Background: an optimization exercise with open tools, aiming at small area. Do not read the settings as production practice. The RTL was checked by simulation tests, not by an equivalence proof against the original design. Power is estimated from default activity; no workload was simulated.

==> wip/violet <==
Design seat_reservation_ctrl, start of the top module:
module seat_reservation_ctrl
#(
  parameter int unsigned NUM_SEATS = 32,
  parameter int unsigned USER_W    = 8,
  localparam int unsigned SEAT_W   = $clog2(NUM_SEATS)
) (
  input  logic                 clk,
  input  logic                 rst_n,
  input  logic                 rst_timer,
  input  logic [10:0]          time_in,
  input  logic                 req_valid,
  output logic                 req_ready,
  input  logic [1:0]           req_op,
  input  logic [SEAT_W-1:0]    req_seat,
  input  logic [USER_W-1:0]    req_user,
  input  logic [7:0]           req_dur,
  output logic                 rsp_valid,
  output logic [1:0]           rsp_status,
  output logic [NUM_SEATS-1:0] seat_occupied,
  output logic [SEAT_W:0]      free_count
);
  localparam logic [1:0] StIdle = 2'd0, StExec = 2'd1, StClear = 2'd2, StScan = 2'd3;
  logic [1:0]           state_q, state_d;
  logic [NUM_SEATS-1:0] occ_q;
  logic [USER_W-1:0]    owner_q [NUM_SEATS];
  logic [USER_W-1:0]    owner_d [NUM_SEATS];
  logic [10:0]          end_q   [NUM_SEATS];
  logic [10:0]          end_d   [NUM_SEATS];
  logic                 rst_timer_q, tick_pend_q, rsp_valid_q;
  logic [5:0]           min_q;
  logic [SEAT_W-1:0]    scan_idx_q, ra;
  logic [10:0]          scan_now_q, scan_now_d, now, new_end, base, end_rd;
  logic [11:0]          sum;
  logic [USER_W-1:0]    own_rd;
  logic [SEAT_W:0]      free_cnt_q;
  logic [1:0]           rsp_status_q, dec_status;
  logic [NUM_SEATS-1:0] sel, end_upd;
  logic idle, scanning, clearing;
  logic clr_edge, tick, accept, scan_start, scan_last, scan_hit, occ_rd;
  logic dur_nz, sel_own, dec_set, dec_free, dec_ext, ext_go, occ_wr, occ_wd;
  tod_to_minutes u_now (
    .tod     (time_in),
    .minutes (now)
  );
  assign idle     = state_q == StIdle;
  assign scanning = state_q == StScan;
  assign clearing = state_q == StClear;
  assign clr_edge   = rst_timer & ~rst_timer_q;
  assign tick       = time_in[5:0] != min_q;
  assign scan_last  = scan_idx_q == SEAT_W'(NUM_SEATS - 1);
  assign scan_start = idle & ~clr_edge & (tick | tick_pend_q);
  ...
Settings: LEC_CHECK=0, CAP_MARGIN=20, CORE_MARGIN=2, CORE_UTILIZATION=60, GPL_TIMING_DRIVEN=0, PLACE_DENSITY=0.7, SLEW_MARGIN=20, SYNTH_HIERARCHICAL=1; clock period 10.0 ns.
standard.sh (not shown) runs the stock make flow with config.mk's settings and CLKGATE_MAP_FILE= SYNTH_SCRIPT=/design/flow/synth_recipe.tcl, a recipe that flattens the netlist after the stock synthesis.
==> flow/flow/run.sh <==
#!/bin/bash
set -uo pipefail
W=$PWD
F=$W/flow
RES=$W/orfs/results/$FLOW_PLATFORM/seat_reservation_ctrl/base
LIB=$FLOW_HOME/platforms/$FLOW_PLATFORM/lib/sky130_fd_sc_hd__tt_025C_1v80.lib

bash standard.sh synth > $W/log_std_synth.txt 2>&1 || { echo "standard synth failed"; exit 1; }
cp $RES/1_2_yosys.v $W/ref_1_2_yosys.v

# 2. own synthesis in a separate ORFS work home
python3 $F/genmodels.py $LIB $W/comb_models.v > $W/log_genmodels.txt 2>&1
sed -e "s#WORK_HOME=[^ ]*#WORK_HOME=$W/own#" -e "s#SYNTH_SCRIPT=[^ ]*#SYNTH_SCRIPT=$F/own_synth.tcl#" \
  -e "s#^if \[\[ -f .*#if false; then#" standard.sh > $W/own_synth.sh
OWN_FLOW_DIR=$F OWN_MODELS=$W/comb_models.v bash $W/own_synth.sh synth > $W/log_own_synth.txt 2>&1
OWN=$W/own/results/$FLOW_PLATFORM/seat_reservation_ctrl/base/1_2_yosys.v
if [[ -f $OWN ]] && python3 $F/check_regs.py $W/ref_1_2_yosys.v $OWN > $W/log_check_regs.txt 2>&1; then
  cp $OWN $RES/1_2_yosys.v
  touch $RES/1_2_yosys.v
  echo "using own synthesis"
else
  echo "own synthesis not used"
fi

# 3. the standard layout steps on that netlist, with a leaner clock tree (no dummy loads,
#    smaller buffers) and small port buffers
export CTS_ARGS="-sink_clustering_enable -repair_clock_nets -dont_use_dummy_load -buf_list {sky130_fd_sc_hd__clkbuf_8} -sink_clustering_size 18 -sink_clustering_max_diameter 45"
export BUFFER_PORTS_ARGS="-buffer_cell sky130_fd_sc_hd__buf_2"
bash standard.sh finish > $W/log_layout.txt 2>&1
Other scripts of this flow, unchanged in this note and not shown: flow/flow/area.abc, flow/flow/check_regs.py, flow/flow/genmodels.py, flow/flow/own_synth.tcl
==> inputs of wip/ember, as changes to wip/violet <==
--- a/flow/design.v
+++ b/flow/design.v
@@ -27,10 +27,22 @@
   input  logic         hold,
   input  logic         upd,
   output logic [W-1:0] y
 );
   assign y = (q & {W{hold}}) | (d & {W{upd}});
+endmodule
+module seat_hold_n
+#(
+  parameter int unsigned W = 1
+) (
+  input  logic [W-1:0] q,
+  input  logic [W-1:0] d,
+  input  logic         hold,
+  input  logic         upd,
+  output logic [W-1:0] y
+);
+  assign y = ~((q | {W{upd}}) & (d | {W{hold}}));
 endmodule
 module seat_aoi3 (
   input  logic s0, d0, s1, d1, s2, d2,
   output logic y
 );
@@ -100,25 +112,25 @@
 );
   localparam logic [1:0] StIdle = 2'd0, StExec = 2'd1, StClear = 2'd2, StScan = 2'd3;
   logic [1:0]           state_q, state_d;
   logic [NUM_SEATS-1:0] occ_q;
   logic [USER_W-1:0]    owner_q [NUM_SEATS];
-  logic [USER_W-1:0]    owner_d [NUM_SEATS];
   logic [10:0]          end_q   [NUM_SEATS];
-  logic [10:0]          end_d   [NUM_SEATS];
   logic                 rst_timer_q, tick_pend_q, rsp_valid_q;
   logic [5:0]           min_q;
   logic [SEAT_W-1:0]    scan_idx_q, ra;
-  logic [10:0]          scan_now_q, scan_now_d, now, new_end, base, end_rd;
+  logic [10:0]          scan_now_q, scan_now_d, now, new_end, rb, end_rd;
   logic [11:0]          sum;
   logic [USER_W-1:0]    own_rd;
   logic [SEAT_W:0]      free_cnt_q;
   logic [1:0]           rsp_status_q, dec_status;
   logic [NUM_SEATS-1:0] sel, end_upd;
-  logic idle, scanning, clearing;
+  logic idle, scanning, clearing, ph_q;
+  logic [USER_W+10:0]   rec_w;
   logic clr_edge, tick, accept, scan_start, scan_last, scan_hit, occ_rd;
-  logic dur_nz, sel_own, dec_set, dec_free, dec_ext, ext_go, occ_wr, occ_wd;
+  logic dur_nz, sel_own, dec_set, dec_free, dec_ext, ext_go, occ_hit, occ_set;
+  logic [NUM_SEATS-1:0] keep;
   tod_to_minutes u_now (
     .tod     (time_in),
     .minutes (now)
   );
   assign idle     = state_q == StIdle;
@@ -159,16 +171,16 @@
     end
   end
   for (genvar b = 0; b < 20; b++) begin : g_rd
     seat_rd_bit u_rd (.s(sel), .d(rd_data[b]), .q(rd_q[b]));
   end
-  assign end_rd = rd_q[10:0];
+  assign end_rd = rd_q[10:0] ^ {11{ph_q}};
   assign own_rd = rd_q[18:11];
   assign occ_rd = rd_q[19];
   assign scan_hit = scanning & occ_rd & (end_rd <= scan_now_q);
   assign dur_nz  = req_dur != 8'd0;
-  assign sel_own = own_rd == req_user;
+  assign sel_own = own_rd == rec_w[USER_W+10:11];    
   always_comb begin
     dec_status = 2'b11;
     dec_set    = 1'b0;
     dec_free   = 1'b0;
     dec_ext    = 1'b0;
@@ -186,40 +198,44 @@
         dec_ext    = sel_own;
       end
       default: ;
     endcase
   end
-  assign base    = req_op[1] ? end_rd : now;
-  assign sum     = {1'b0, base} + {4'b0000, req_dur};
-  assign new_end = (sum > 12'd1439) ? 11'd1439 : sum[10:0];
-  assign ext_go = accept & dec_ext;
-  assign occ_wr = (accept & (dec_set | dec_free)) | scan_hit;
-  assign occ_wd = accept & dec_set;
+  assign rb      = req_op[1] ? rd_q[10:0] : (now ^ {11{ph_q}});
+  assign sum     = {1'b0, rb} + ({4'b0000, req_dur} ^ {12{ph_q}}) + {11'b0, ph_q};
+  assign new_end = ph_q ? ((sum[10:0] < 11'd608) ? 11'd608 : sum[10:0])
+                        : ((sum > 12'd1439) ? 11'd1439 : sum[10:0]);
+  assign ext_go  = accept & dec_ext;
+  assign occ_hit = ext_go | (accept & dec_free) | scan_hit;
+  assign occ_set = ext_go | (accept & dec_set);
+  for (genvar i = 0; i < NUM_SEATS; i++) begin : g_keep
+    assign keep[i] = occ_q[i] & ~(sel[i] & occ_hit);
+  end
   always_ff @(posedge clk or negedge rst_n) begin
     if (!rst_n) begin
       occ_q <= '0;
     end else begin
-      for (int i = 0; i < NUM_SEATS; i++) begin
-        if (clearing)              occ_q[i] <= 1'b0;
-        else if (sel[i] & occ_wr)  occ_q[i] <= occ_wd;
-      end
-    end
-  end
+      for (int i = 0; i < NUM_SEATS; i++) occ_q[i] <= ~clearing & (keep[i] | (sel[i] & occ_set));
+    end
+  end
+  logic [USER_W+10:0] rec_q [NUM_SEATS];
+  logic [USER_W+10:0] rec_d [NUM_SEATS];
+  assign rec_w = {req_user ^ {USER_W{ph_q}}, new_end};
   for (genvar i = 0; i < NUM_SEATS; i++) begin : g_seat
-    assign end_upd[i] = ~occ_q[i] | (sel[i] & ext_go);
-    seat_hold #(.W(USER_W)) u_own (
-      .q(owner_q[i]), .d(req_user), .hold(occ_q[i]), .upd(~occ_q[i]), .y(owner_d[i])
+    assign end_upd[i] = ~keep[i];
+    seat_hold_n #(.W(USER_W + 11)) u_seat (
+      .q(rec_q[i]), .d(rec_w), .hold(~end_upd[i]), .upd(end_upd[i]), .y(rec_d[i])
     );
-    seat_hold #(.W(11)) u_end (
-      .q(end_q[i]), .d(new_end), .hold(~end_upd[i]), .upd(end_upd[i]), .y(end_d[i])
-    );
+    assign owner_q[i] = rec_q[i][USER_W+10:11];
+    assign end_q[i]   = rec_q[i][10:0];
   end
   always_ff @(posedge clk) begin
-    for (int i = 0; i < NUM_SEATS; i++) begin
-      owner_q[i] <= owner_d[i];
-      end_q[i]   <= end_d[i];
-    end
+    for (int i = 0; i < NUM_SEATS; i++) rec_q[i] <= rec_d[i];
+  end
+  always_ff @(posedge clk or negedge rst_n) begin
+    if (!rst_n) ph_q <= 1'b0;
+    else        ph_q <= ~ph_q;
   end
   always_ff @(posedge clk or negedge rst_n) begin
     if (!rst_n) begin
       state_q      <= StIdle;
       rst_timer_q  <= 1'b0;
--- a/flow/flow/run.sh
+++ b/flow/flow/run.sh
@@ -22,8 +22,10 @@
   echo "own synthesis not used"
 fi
 
 # 3. the standard layout steps on that netlist, with a leaner clock tree (no dummy loads,
 #    smaller buffers) and small port buffers
-export CTS_ARGS="-sink_clustering_enable -repair_clock_nets -dont_use_dummy_load -buf_list {sky130_fd_sc_hd__clkbuf_8} -sink_clustering_size 18 -sink_clustering_max_diameter 45"
-export BUFFER_PORTS_ARGS="-buffer_cell sky130_fd_sc_hd__buf_2"
+export CTS_ARGS="-sink_clustering_enable -repair_clock_nets -dont_use_dummy_load -buf_list {sky130_fd_sc_hd__clkbuf_8} -sink_clustering_size 18 -sink_clustering_max_diameter 75"
+export BUFFER_PORTS_ARGS="-buffer_cell sky130_fd_sc_hd__buf_1"
+# the timing and design repair may use only the small buffers (buf_1, buf_2, buf_4)
+for step in FLOORPLAN RESIZE CTS GLOBAL_ROUTE DETAIL_ROUTE; do export PRE_${step}_TCL=$F/small_bufs.tcl; done
 bash standard.sh finish > $W/log_layout.txt 2>&1
==> flow/flow/small_bufs.tcl (new file) <==
# Sourced before the repair steps: design and timing repair may use only the small buffers,
# and no wide XOR/XNOR gates or low-power clock inverters for data nets.
set_dont_use [get_lib_cells {*/sky130_fd_sc_hd__buf_4 */sky130_fd_sc_hd__buf_6 */sky130_fd_sc_hd__buf_8 */sky130_fd_sc_hd__buf_12 */sky130_fd_sc_hd__buf_16 */sky130_fd_sc_hd__bufbuf_8 */sky130_fd_sc_hd__bufbuf_16 */sky130_fd_sc_hd__bufinv_8 */sky130_fd_sc_hd__bufinv_16 */sky130_fd_sc_hd__xor2_2 */sky130_fd_sc_hd__xor2_4 */sky130_fd_sc_hd__xnor2_2 */sky130_fd_sc_hd__xnor2_4 */sky130_fd_sc_hd__clkinvlp_2 */sky130_fd_sc_hd__clkinvlp_4}]
puts "small_bufs: big buffers and wide XOR cells marked dont_use"
CAP_MARGIN = 10   (was 20)
CORE_UTILIZATION = 70   (was 60)
PLACE_DENSITY = 0.8   (was 0.7)
SETUP_SLACK_MARGIN = 0.35   (was default)
SLEW_MARGIN = 10   (was 20)
==> inputs of wip/indigo, as changes to wip/violet <==
--- a/flow/design.v
+++ b/flow/design.v
@@ -27,10 +27,22 @@
   input  logic         hold,
   input  logic         upd,
   output logic [W-1:0] y
 );
   assign y = (q & {W{hold}}) | (d & {W{upd}});
+endmodule
+module seat_hold_n
+#(
+  parameter int unsigned W = 1
+) (
+  input  logic [W-1:0] q,
+  input  logic [W-1:0] d,
+  input  logic         hold,
+  input  logic         upd,
+  output logic [W-1:0] y
+);
+  assign y = ~((q | {W{upd}}) & (d | {W{hold}}));
 endmodule
 module seat_aoi3 (
   input  logic s0, d0, s1, d1, s2, d2,
   output logic y
 );
@@ -100,25 +112,25 @@
 );
   localparam logic [1:0] StIdle = 2'd0, StExec = 2'd1, StClear = 2'd2, StScan = 2'd3;
   logic [1:0]           state_q, state_d;
   logic [NUM_SEATS-1:0] occ_q;
   logic [USER_W-1:0]    owner_q [NUM_SEATS];
-  logic [USER_W-1:0]    owner_d [NUM_SEATS];
   logic [10:0]          end_q   [NUM_SEATS];
-  logic [10:0]          end_d   [NUM_SEATS];
   logic                 rst_timer_q, tick_pend_q, rsp_valid_q;
   logic [5:0]           min_q;
   logic [SEAT_W-1:0]    scan_idx_q, ra;
   logic [10:0]          scan_now_q, scan_now_d, now, new_end, base, end_rd;
   logic [11:0]          sum;
   logic [USER_W-1:0]    own_rd;
   logic [SEAT_W:0]      free_cnt_q;
   logic [1:0]           rsp_status_q, dec_status;
   logic [NUM_SEATS-1:0] sel, end_upd;
-  logic idle, scanning, clearing;
+  logic idle, scanning, clearing, ph_q;
+  logic [USER_W+10:0]   rec_w;
   logic clr_edge, tick, accept, scan_start, scan_last, scan_hit, occ_rd;
-  logic dur_nz, sel_own, dec_set, dec_free, dec_ext, ext_go, occ_wr, occ_wd;
+  logic dur_nz, sel_own, dec_set, dec_free, dec_ext, ext_go, occ_hit, occ_set;
+  logic [NUM_SEATS-1:0] keep;
   tod_to_minutes u_now (
     .tod     (time_in),
     .minutes (now)
   );
   assign idle     = state_q == StIdle;
@@ -159,16 +171,16 @@
     end
   end
   for (genvar b = 0; b < 20; b++) begin : g_rd
     seat_rd_bit u_rd (.s(sel), .d(rd_data[b]), .q(rd_q[b]));
   end
-  assign end_rd = rd_q[10:0];
+  assign end_rd = rd_q[10:0] ^ {11{ph_q}};
   assign own_rd = rd_q[18:11];
   assign occ_rd = rd_q[19];
   assign scan_hit = scanning & occ_rd & (end_rd <= scan_now_q);
   assign dur_nz  = req_dur != 8'd0;
-  assign sel_own = own_rd == req_user;
+  assign sel_own = own_rd == rec_w[USER_W+10:11];    
   always_comb begin
     dec_status = 2'b11;
     dec_set    = 1'b0;
     dec_free   = 1'b0;
     dec_ext    = 1'b0;
@@ -189,37 +201,40 @@
     endcase
   end
   assign base    = req_op[1] ? end_rd : now;
   assign sum     = {1'b0, base} + {4'b0000, req_dur};
   assign new_end = (sum > 12'd1439) ? 11'd1439 : sum[10:0];
-  assign ext_go = accept & dec_ext;
-  assign occ_wr = (accept & (dec_set | dec_free)) | scan_hit;
-  assign occ_wd = accept & dec_set;
+  assign ext_go  = accept & dec_ext;
+  assign occ_hit = ext_go | (accept & dec_free) | scan_hit;
+  assign occ_set = ext_go | (accept & dec_set);
+  for (genvar i = 0; i < NUM_SEATS; i++) begin : g_keep
+    assign keep[i] = occ_q[i] & ~(sel[i] & occ_hit);
+  end
   always_ff @(posedge clk or negedge rst_n) begin
     if (!rst_n) begin
       occ_q <= '0;
     end else begin
-      for (int i = 0; i < NUM_SEATS; i++) begin
-        if (clearing)              occ_q[i] <= 1'b0;
-        else if (sel[i] & occ_wr)  occ_q[i] <= occ_wd;
-      end
-    end
-  end
+      for (int i = 0; i < NUM_SEATS; i++) occ_q[i] <= ~clearing & (keep[i] | (sel[i] & occ_set));
+    end
+  end
+  logic [USER_W+10:0] rec_q [NUM_SEATS];
+  logic [USER_W+10:0] rec_d [NUM_SEATS];
+  assign rec_w = {req_user, new_end} ^ {(USER_W + 11){ph_q}};
   for (genvar i = 0; i < NUM_SEATS; i++) begin : g_seat
-    assign end_upd[i] = ~occ_q[i] | (sel[i] & ext_go);
-    seat_hold #(.W(USER_W)) u_own (
-      .q(owner_q[i]), .d(req_user), .hold(occ_q[i]), .upd(~occ_q[i]), .y(owner_d[i])
+    assign end_upd[i] = ~keep[i];
+    seat_hold_n #(.W(USER_W + 11)) u_seat (
+      .q(rec_q[i]), .d(rec_w), .hold(~end_upd[i]), .upd(end_upd[i]), .y(rec_d[i])
     );
-    seat_hold #(.W(11)) u_end (
-      .q(end_q[i]), .d(new_end), .hold(~end_upd[i]), .upd(end_upd[i]), .y(end_d[i])
-    );
+    assign owner_q[i] = rec_q[i][USER_W+10:11];
+    assign end_q[i]   = rec_q[i][10:0];
   end
   always_ff @(posedge clk) begin
-    for (int i = 0; i < NUM_SEATS; i++) begin
-      owner_q[i] <= owner_d[i];
-      end_q[i]   <= end_d[i];
-    end
+    for (int i = 0; i < NUM_SEATS; i++) rec_q[i] <= rec_d[i];
+  end
+  always_ff @(posedge clk or negedge rst_n) begin
+    if (!rst_n) ph_q <= 1'b0;
+    else        ph_q <= ~ph_q;
   end
   always_ff @(posedge clk or negedge rst_n) begin
     if (!rst_n) begin
       state_q      <= StIdle;
       rst_timer_q  <= 1'b0;
--- a/flow/flow/run.sh
+++ b/flow/flow/run.sh
@@ -22,8 +22,8 @@
   echo "own synthesis not used"
 fi
 
 # 3. the standard layout steps on that netlist, with a leaner clock tree (no dummy loads,
 #    smaller buffers) and small port buffers
-export CTS_ARGS="-sink_clustering_enable -repair_clock_nets -dont_use_dummy_load -buf_list {sky130_fd_sc_hd__clkbuf_8} -sink_clustering_size 18 -sink_clustering_max_diameter 45"
-export BUFFER_PORTS_ARGS="-buffer_cell sky130_fd_sc_hd__buf_2"
+export CTS_ARGS="-sink_clustering_enable -repair_clock_nets -dont_use_dummy_load -buf_list {sky130_fd_sc_hd__clkbuf_8} -sink_clustering_size 16 -sink_clustering_max_diameter 75"
+export BUFFER_PORTS_ARGS="-buffer_cell sky130_fd_sc_hd__buf_1"
 bash standard.sh finish > $W/log_layout.txt 2>&1
CAP_MARGIN = 10   (was 20)
SLEW_MARGIN = 10   (was 20)
==> results.txt <==
Result of the run: wip/violet timing/DRC/antenna clean; wip/indigo timing/DRC/antenna clean; wip/ember timing/DRC/antenna clean
Leading cell type in the layout, fill and taps excluded: wip/violet sky130_fd_sc_hd__dfxtp_1; wip/indigo sky130_fd_sc_hd__o22ai_1; wip/ember sky130_fd_sc_hd__o22ai_1
First-pass GRT wire length: wip/violet 117,400 µm; wip/indigo 120,000 µm; wip/ember 115,300 µm
Clock insertion delay at the later pin of the skew report: wip/violet 0.65 ns; wip/indigo 0.68 ns; wip/ember 0.64 ns
Final weighted congestion in routability-driven placement: wip/violet 0.8713; wip/indigo 0.9076; wip/ember 0.9356
Multi-input combinational cell count: wip/violet 1,290; wip/indigo 1,289; wip/ember 1,334
Total stage count of the critical path: wip/violet 29; wip/indigo 35; wip/ember 28
Synth-to-layout area growth: wip/violet 10.96%; wip/indigo 14.11%; wip/ember 9.126%
Worst endpoint required time: wip/violet 10.49 ns; wip/indigo 10.50 ns; wip/ember 10.48 ns
Gr busiest metal: wip/violet met1; wip/indigo met1; wip/ember met2
Psw: wip/violet 3.437 mW; wip/indigo 3.061 mW; wip/ember 3.585 mW
Area used by multi-input combinational logic: wip/violet 0.01052 mm²; wip/indigo 0.009189 mm²; wip/ember 0.009308 mm²
Power dissipated in combinational cells: wip/violet 4.19 mW; wip/indigo 2.97 mW; wip/ember 3.54 mW
Number of warnings printed during yosys synthesis: wip/violet 16; wip/indigo 17; wip/ember 17
Multi-input logic portion of the cell area: wip/violet 38.73%; wip/indigo 35.19%; wip/ember 36.90%

re-timing with driven ports:
The flow's constraints put no driver on any port. The routed layouts listed below were extracted and timed again, unchanged, in two steps. Step 1 sets driving cells, clkbuf_16 on the clock port and buf_2 on the other inputs (assumed; they add their load-dependent delay and slew). Step 2 times the ports against the registers' clock, not the clock port: input delays grow and output delays shrink by t, the midpoint of the rising clock arrivals with the driver on. Three values: ideal, step 1, step 2; two values: the first two.
| run | shift t [ns] | slack for setup (ns) | worst register clock-pin slew, ns |
|---|---|---|---|
| wip/violet | 0.679 | 0.370 / 0.345 / -0.335 | 0.10 / 0.10 |
| wip/ember | 0.665 | 0.550 / 0.581 / -0.084 | 0.11 / 0.11 |
| wip/indigo | 0.705 | 0.395 / 0.422 / -0.283 | 0.11 / 0.11 |
With both steps, setup timing fails in every run listed, where it was met with ideal ports. For wip/violet, which loses most, drivers alone change the setup slack by -0.025 ns; drivers and shift together by -0.705 ns.
